Source: an optimization exercise on an open RTL-to-GDS flow (aim: small area, a short achievable clock period and few clock cycles). Production flows keep margins and buffers that such runs may drop.
At most, simulation tests tie the RTL to the original design; equivalence was not proved.

==> build 71 <==
## reader_writer_request_queue_core
module reader_writer_request_queue_core
(
    input  wire logic                  clk,
    input  wire logic                  rst_n,
    input  wire logic                  in_valid,
    output      logic                  in_stall,
    input  wire logic [1:0]            op,
    input  wire logic [1:0]            elem_kind,
    input  wire logic [31:0]           payload,
    input  wire logic [4:0]            max_pull,
    input  wire logic [1:0]            new_state,
    output      logic                  out_valid,
    input  wire logic                  out_stall,
    output      logic [1:0]            out_kind,
    output      logic [31:0]           out_payload,
    output      logic                  item_valid,
    output      logic [2:0]            status,
    output      logic                  last,
    input  wire logic                  cfg_we,
    input  wire logic                  cfg_index,
    input  wire logic [rwq_pkg::CFG_DATA_W-1:0] cfg_data
);
    logic                     m_we, w_we;
    logic [AW-1:0]            m_waddr, m_raddr, m_raddr1, w_waddr, w_raddr;
    logic [ENTRY_W-1:0]       m_wdata, m_rdata, m_rdata1;
    logic [PAYLOAD_WIDTH-1:0] w_wdata, w_rdata, w_rdata1;
    rwq_ram #(
        .WIDTH (ENTRY_W),
        .DEPTH (DEPTH)
    ) u_main_ram (
        .clk    (clk),
        .we     (m_we),
        .waddr  (m_waddr),
        .wdata  (m_wdata),
        .raddr  (m_raddr),
        .rdata  (m_rdata),
        .raddr1 (m_raddr1),
        .rdata1 (m_rdata1)
    );
    rwq_ram #(
        .WIDTH (PAYLOAD_WIDTH),
        .DEPTH (DEPTH)
    ) u_wr_ram (
        .clk    (clk),
        .we     (w_we),
        .waddr  (w_waddr),
        .wdata  (w_wdata),
        .raddr  (w_raddr),
        .rdata  (w_rdata),
        .raddr1 (w_raddr),
        .rdata1 (w_rdata1)
    );
    rwq_ctrl u_ctrl (
        .clk         (clk),
        .rst_n       (rst_n),
        .in_valid    (in_valid),
        .in_stall    (in_stall),
        .op          (op),
        .elem_kind   (elem_kind),
        .payload     (payload),
        .max_pull    (max_pull),
        .new_state   (new_state),
        .out_valid   (out_valid),
        .out_stall   (out_stall),
        .out_kind    (out_kind),
        .out_payload (out_payload),
        .item_valid  (item_valid),
        .status      (status),
        .last        (last),
  ...
export LEC_CHECK = 0
export CAP_MARGIN = 20
export CORE_MARGIN = 2
export CORE_UTILIZATION = 40
export SETUP_SLACK_MARGIN = 4.5
export SLEW_MARGIN = 20
create_clock -name core_clock -period 8.0 [get_ports {clk}]
run.sh (not shown) runs the stock make flow with config.mk's settings and CLKGATE_MAP_FILE= SYNTH_SCRIPT=/design/flow/synth_recipe.tcl, a recipe that flattens the netlist after the stock synthesis.
==> build 16 (differences from build 71) <==
--- a/flow/design.v
+++ b/flow/design.v
@@ -48,56 +48,42 @@
 module rwq_ram #(
     parameter int WIDTH = 34,
     parameter int DEPTH = 64
 ) (
     input  wire logic                     clk,
     input  wire logic                     we,
     input  wire logic [$clog2(DEPTH)-1:0] waddr,
     input  wire logic [WIDTH-1:0]         wdata,
-    input  wire logic [$clog2(DEPTH)-1:0] raddr,
+    input  wire logic [DEPTH-1:0]         rsel,
     output      logic [WIDTH-1:0]         rdata,
-    input  wire logic [$clog2(DEPTH)-1:0] raddr1,
+    input  wire logic [DEPTH-1:0]         rsel1,
     output      logic [WIDTH-1:0]         rdata1
 );
     logic [WIDTH-1:0] mem [DEPTH];
     always_ff @(posedge clk)
     begin
         for (int i = 0; i < DEPTH; i++)
         begin
             if (we && waddr == i)
             begin
                 mem[i] <= wdata;
             end
         end
     end
-    localparam int AW = $clog2(DEPTH);
-    genvar l, i;
-    generate
-        for (l = 0; l <= AW; l++)
-        begin : g_lvl
-            logic [WIDTH-1:0] t0 [DEPTH >> l];
-            logic [WIDTH-1:0] t1 [DEPTH >> l];
-            for (i = 0; i < (DEPTH >> l); i++)
-            begin : g_node
-                if (l == 0)
-                begin : g_leaf
-                    assign t0[i] = mem[i];
-                    assign t1[i] = mem[i];
-                end
-                else
-                begin : g_mux
-                    assign t0[i] = raddr[l-1]  ? g_lvl[l-1].t0[2*i+1] : g_lvl[l-1].t0[2*i];
-                    assign t1[i] = raddr1[l-1] ? g_lvl[l-1].t1[2*i+1] : g_lvl[l-1].t1[2*i];
-                end
-            end
+    always_comb
+    begin
+        rdata  = '0;
+        rdata1 = '0;
+        for (int i = 0; i < DEPTH; i++)
+        begin
+            rdata  = rdata  | (mem[i] & {WIDTH{rsel[i]}});
+            rdata1 = rdata1 | (mem[i] & {WIDTH{rsel1[i]}});
         end
-    endgenerate
-    assign rdata  = g_lvl[AW].t0[0];
-    assign rdata1 = g_lvl[AW].t1[0];
+    end
 endmodule
 `default_nettype wire
 `default_nettype none
 import rwq_pkg::*;
 module rwq_ctrl
 (
     input  wire logic                     clk,
     input  wire logic                     rst_n,
@@ -116,33 +102,34 @@
     output      logic [2:0]               status,
     output      logic                     last,
     input  wire logic                     cfg_we,
     input  wire logic                     cfg_index,
     input  wire logic [rwq_pkg::CFG_DATA_W-1:0] cfg_data,
     output      logic                     m_we,
     output      logic [AW-1:0]            m_waddr,
     output      logic [ENTRY_W-1:0]       m_wdata,
-    output      logic [AW-1:0]            m_raddr,
+    output      logic [DEPTH-1:0]         m_rsel,
     input  wire logic [ENTRY_W-1:0]       m_rdata,
-    output      logic [AW-1:0]            m_raddr1,
+    output      logic [DEPTH-1:0]         m_rsel1,
     input  wire logic [ENTRY_W-1:0]       m_rdata1,
     output      logic                     w_we,
     output      logic [AW-1:0]            w_waddr,
     output      logic [PAYLOAD_WIDTH-1:0] w_wdata,
-    output      logic [AW-1:0]            w_raddr,
+    output      logic [DEPTH-1:0]         w_rsel,
     input  wire logic [PAYLOAD_WIDTH-1:0] w_rdata
 );
     logic [1:0]    mode_reg;
     logic [CW-1:0] slots_reg;
     logic [LW-1:0] cap_reg;
     logic [1:0]    svc_reg;
-    logic [AW-1:0] mh_reg, mh2_reg, mt_reg;
+    logic [DEPTH-1:0] mh_oh, wh_oh;
+    logic [AW-1:0] mt_reg;
     logic [CW-1:0] mc_reg;
-    logic [AW-1:0] wh_reg, wt_reg;
+    logic [AW-1:0] wt_reg;
     logic [CW-1:0] wc_reg;
     logic          m_full, w_full;
     logic          hk_rd, nk_rd;
     logic        r_valid, s_valid;
     logic [1:0]  r_kind, r_ns, s_op, s_kind, s_ns;
     logic [31:0] r_pay, s_pay;
     logic [4:0]  s_maxp;
     logic        r_push, r_pull, r_set;
@@ -220,19 +207,19 @@
         endcase
     end
     assign m_we    = r_valid && r_pm && !m_full;
     assign m_waddr = mt_reg;
     assign m_wdata = {r_kind, r_pay};
     assign w_we    = r_valid && r_pw && !w_full;
     assign w_waddr = wt_reg;
     assign w_wdata = r_pay;
-    assign m_raddr  = mh_reg;
-    assign m_raddr1 = mh2_reg;
-    assign w_raddr  = wh_reg;
+    assign m_rsel  = mh_oh;
+    assign m_rsel1 = {mh_oh[DEPTH-3:0], mh_oh[DEPTH-1:DEPTH-2]};
+    assign w_rsel  = wh_oh;
     logic pull_en, pull_any, src_wr, m_some, m_one;
     assign pull_en  = !r_lim0 &&
                       ((m_mode0 && svc_reg != SVC_LOCK) ||
                        (m_mode1 && (svc_reg == SVC_IDLE || svc_reg == SVC_READ)) ||
                        m_mode2);
     assign pull_any = m_mode0 || (m_mode1 && svc_reg == SVC_IDLE);
     assign src_wr   = m_mode2 && (wc_reg != '0);
     assign m_some   = (mc_reg != '0);
@@ -338,21 +325,20 @@
             end
         end
     end
     always_ff @(posedge clk or negedge rst_n)
     begin
         if (!rst_n)
         begin
             svc_reg       <= SVC_IDLE;
-            mh_reg        <= '0;
-            mh2_reg       <= AW'(2);
+            mh_oh         <= DEPTH'(1);
             mt_reg        <= '0;
             mc_reg        <= '0;
-            wh_reg        <= '0;
+            wh_oh         <= DEPTH'(1);
             wt_reg        <= '0;
             wc_reg        <= '0;
             m_full        <= 1'b0;
             w_full        <= 1'b0;
             hk_rd         <= 1'b0;
             nk_rd         <= 1'b0;
             r_valid       <= 1'b0;
             s_valid       <= 1'b0;
@@ -363,18 +349,17 @@
         else
         begin
             if (take && r_set && set_ok)
             begin
                 svc_reg <= r_ns;
             end
             if (m_pop)
             begin
-                mh_reg  <= mh_reg + AW'(1);
-                mh2_reg <= mh2_reg + AW'(1);
+                mh_oh   <= {mh_oh[DEPTH-2:0], mh_oh[DEPTH-1]};
                 mc_reg  <= mc_reg - CW'(1);
                 hk_rd   <= nk_rd;
                 nk_rd   <= (m_rdata1[ENTRY_W-1 -: KIND_W] == KIND_READ);
             end
             else if (m_push)
             begin
                 mt_reg <= mt_reg + AW'(1);
                 mc_reg <= mc_reg + CW'(1);
@@ -384,17 +369,17 @@
                 end
                 if (mc_reg == CW'(1))
                 begin
                     nk_rd <= (r_kind == KIND_READ);
                 end
             end
             if (w_pop)
             begin
-                wh_reg <= wh_reg + AW'(1);
+                wh_oh  <= {wh_oh[DEPTH-2:0], wh_oh[DEPTH-1]};
                 wc_reg <= wc_reg - CW'(1);
             end
             else if (w_push)
             begin
                 wt_reg <= wt_reg + AW'(1);
                 wc_reg <= wc_reg + CW'(1);
             end
             m_full <= m_full_next;
@@ -411,16 +396,35 @@
             end
             else if (!s_valid)
             begin
                 s_valid <= in_valid;
             end
             out_valid_reg <= step || (out_valid_reg && out_stall);
         end
     end
+    always_ff @(posedge clk or negedge rst_n)
+    begin
+        if (!rst_n)
+        begin
+            out_kind_reg <= KIND_EXCL;
+            out_pay_reg  <= '0;
+            item_reg     <= 1'b0;
+            status_reg   <= STAT_OK;
+            last_reg     <= 1'b0;
+        end
+        else if (step)
+        begin
+            out_kind_reg <= res_kind;
+            out_pay_reg  <= res_pay;
+            item_reg     <= res_item;
+            status_reg   <= res_status;
+            last_reg     <= res_last;
+        end
+    end
     always_ff @(posedge clk)
     begin
         if (load_r)
         begin
             r_kind <= n_kind;
             r_pay  <= n_pay;
             r_ns   <= n_ns;
             r_push <= (n_op == OP_PUSH);
@@ -435,24 +439,16 @@
         if (!s_valid)
         begin
             s_op   <= op;
             s_kind <= elem_kind;
             s_pay  <= payload;
             s_maxp <= max_pull;
             s_ns   <= new_state;
         end
-        if (step)
-        begin
-            out_kind_reg <= res_kind;
-            out_pay_reg  <= res_pay;
-            item_reg     <= res_item;
-            status_reg   <= res_status;
-            last_reg     <= res_last;
-        end
     end
 endmodule
 `default_nettype wire
 `default_nettype none
 import rwq_pkg::*;
 module reader_writer_request_queue_core
 (
     input  wire logic                  clk,
@@ -471,43 +467,44 @@
     output      logic                  item_valid,
     output      logic [2:0]            status,
     output      logic                  last,
     input  wire logic                  cfg_we,
     input  wire logic                  cfg_index,
     input  wire logic [rwq_pkg::CFG_DATA_W-1:0] cfg_data
 );
     logic                     m_we, w_we;
-    logic [AW-1:0]            m_waddr, m_raddr, m_raddr1, w_waddr, w_raddr;
+    logic [AW-1:0]            m_waddr, w_waddr;
+    logic [DEPTH-1:0]         m_rsel, m_rsel1, w_rsel;
     logic [ENTRY_W-1:0]       m_wdata, m_rdata, m_rdata1;
     logic [PAYLOAD_WIDTH-1:0] w_wdata, w_rdata, w_rdata1;
     rwq_ram #(
         .WIDTH (ENTRY_W),
         .DEPTH (DEPTH)
     ) u_main_ram (
         .clk    (clk),
         .we     (m_we),
         .waddr  (m_waddr),
         .wdata  (m_wdata),
-        .raddr  (m_raddr),
+        .rsel   (m_rsel),
         .rdata  (m_rdata),
-        .raddr1 (m_raddr1),
+        .rsel1  (m_rsel1),
         .rdata1 (m_rdata1)
     );
     rwq_ram #(
         .WIDTH (PAYLOAD_WIDTH),
         .DEPTH (DEPTH)
     ) u_wr_ram (
         .clk    (clk),
         .we     (w_we),
         .waddr  (w_waddr),
         .wdata  (w_wdata),
-        .raddr  (w_raddr),
+        .rsel   (w_rsel),
         .rdata  (w_rdata),
-        .raddr1 (w_raddr),
+        .rsel1  (w_rsel),
         .rdata1 (w_rdata1)
     );
     rwq_ctrl u_ctrl (
         .clk         (clk),
         .rst_n       (rst_n),
         .in_valid    (in_valid),
         .in_stall    (in_stall),
         .op          (op),
@@ -523,20 +520,20 @@
         .status      (status),
         .last        (last),
         .cfg_we      (cfg_we),
         .cfg_index   (cfg_index),
         .cfg_data    (cfg_data),
         .m_we        (m_we),
         .m_waddr     (m_waddr),
         .m_wdata     (m_wdata),
-        .m_raddr     (m_raddr),
+        .m_rsel      (m_rsel),
         .m_rdata     (m_rdata),
-        .m_raddr1    (m_raddr1),
+        .m_rsel1     (m_rsel1),
         .m_rdata1    (m_rdata1),
         .w_we        (w_we),
         .w_waddr     (w_waddr),
         .w_wdata     (w_wdata),
-        .w_raddr     (w_raddr),
+        .w_rsel      (w_rsel),
         .w_rdata     (w_rdata)
     );
 endmodule
 `default_nettype wire
==> flow/config.mk (replaced) <==
export PLATFORM = sky130hd
export DESIGN_NAME = reader_writer_request_queue_core
export DESIGN_NICKNAME = reader_writer_request_queue_core
export VERILOG_FILES = /design/flow/design.v
export SDC_FILE = /design/flow/constraint.sdc
export NUM_CORES = 4
export LEC_CHECK = 0
export CAP_MARGIN = 20
export CORE_MARGIN = 2
export CORE_UTILIZATION = 35
export SETUP_SLACK_MARGIN = 5
export SLEW_MARGIN = 20
export TNS_END_PERCENT = 5
==> flow_summary.toml <==
[layout]
clk_share = 0.0715
register_area_um2 = 135000
drive_gt1_frac = 0.160
signal_buffers = 558

[floorplanning]
n_tap_cell = 6198

[synthesis]
synthAdderAreaFrac = 0.00590
netlist.area_leader.share = 0.780
synth_mux_area_frac = 0.00390
synth_area_um2 = 164000
synth-edff-count = 4272
synth_top_family_by_area = "compound AO/OA/AOI/OAI gates"
synth_common_cells = "edfxtp_1, a22o_1, a221oi_1, nand2_1, clkbuf_1"

[outcome]
status = "complete, no violations"

[placement]
dp.final_hpwl_mm = 367

[worst_hold_path]
hold_start = "u_ctrl.s_pay[17]$_DFF_P_"

[sta]
finalCriticalPeriod_ns = 3.75

[routing]
wl_mm = 721

[clocking]
numCtsBuffers = 420

[setup_path]
slowest_stage = "nor4_1"
the above is filed under build 16

==> flow_summary.toml <==
[worst_hold_path]
hold_start = "u_ctrl.mh2_reg[0]$_DFFE_PN0P_"

[layout]
drive_gt1_frac = 0.266
register_area_um2 = 132000

[outcome]
status = "complete, no violations"

[synthesis]
synth_mux_area_frac = 0.156
synth_common_cells = "edfxtp_1, mux4_2, mux2i_1, nand2_1, nor2_1"

[sta]
finalCriticalPeriod_ns = 3.62

[placement]
dp.final_hpwl_mm = 280

[setup_path]
slowest_stage = "nor2_1"

[clocking]
numCtsBuffers = 427
the above is filed under build 71

Testbench counts of build 16, summed over its fixed seeds: cycles 4,587.
Only the layout flow was run in build 71; the RTL was not checked for function there.

[what the ideal ports hide]
The results above use ideal ports. As a check the final layouts listed here were re-extracted and re-timed, cells and wires unchanged. Step 1 assumes that a clkbuf_16 drives the clock port and a buf_2 every other input. Step 2 times the ports against the registers' clock, not the clock port: input delays grow and output delays shrink by t, the midpoint of the rising clock arrivals with the driver on. Slacks: no drivers / after step 1 / after step 2; pairs: no drivers / after step 1.
| run | t (ns) | setup slack, ns | hold slack, ns | slew at the worst register clock pin (ns) | worst data-port slew with drivers (ns) |
|---|---|---|---|---|---|
| build 71 | 1.075 | 4.377 / 4.335 / 3.708 | 0.466 / 0.466 / 0.466 | 0.07 / 0.07 | 0.07 |
| build 16 | 1.129 | 4.254 / 4.254 / 3.832 | 0.474 / 0.474 / 0.474 | 0.07 / 0.07 | 0.08 |
After both steps setup and hold are still met in every run listed. The setup slack of build 71, which loses most, moves by -0.042 ns with the drivers and by -0.669 ns with both steps.
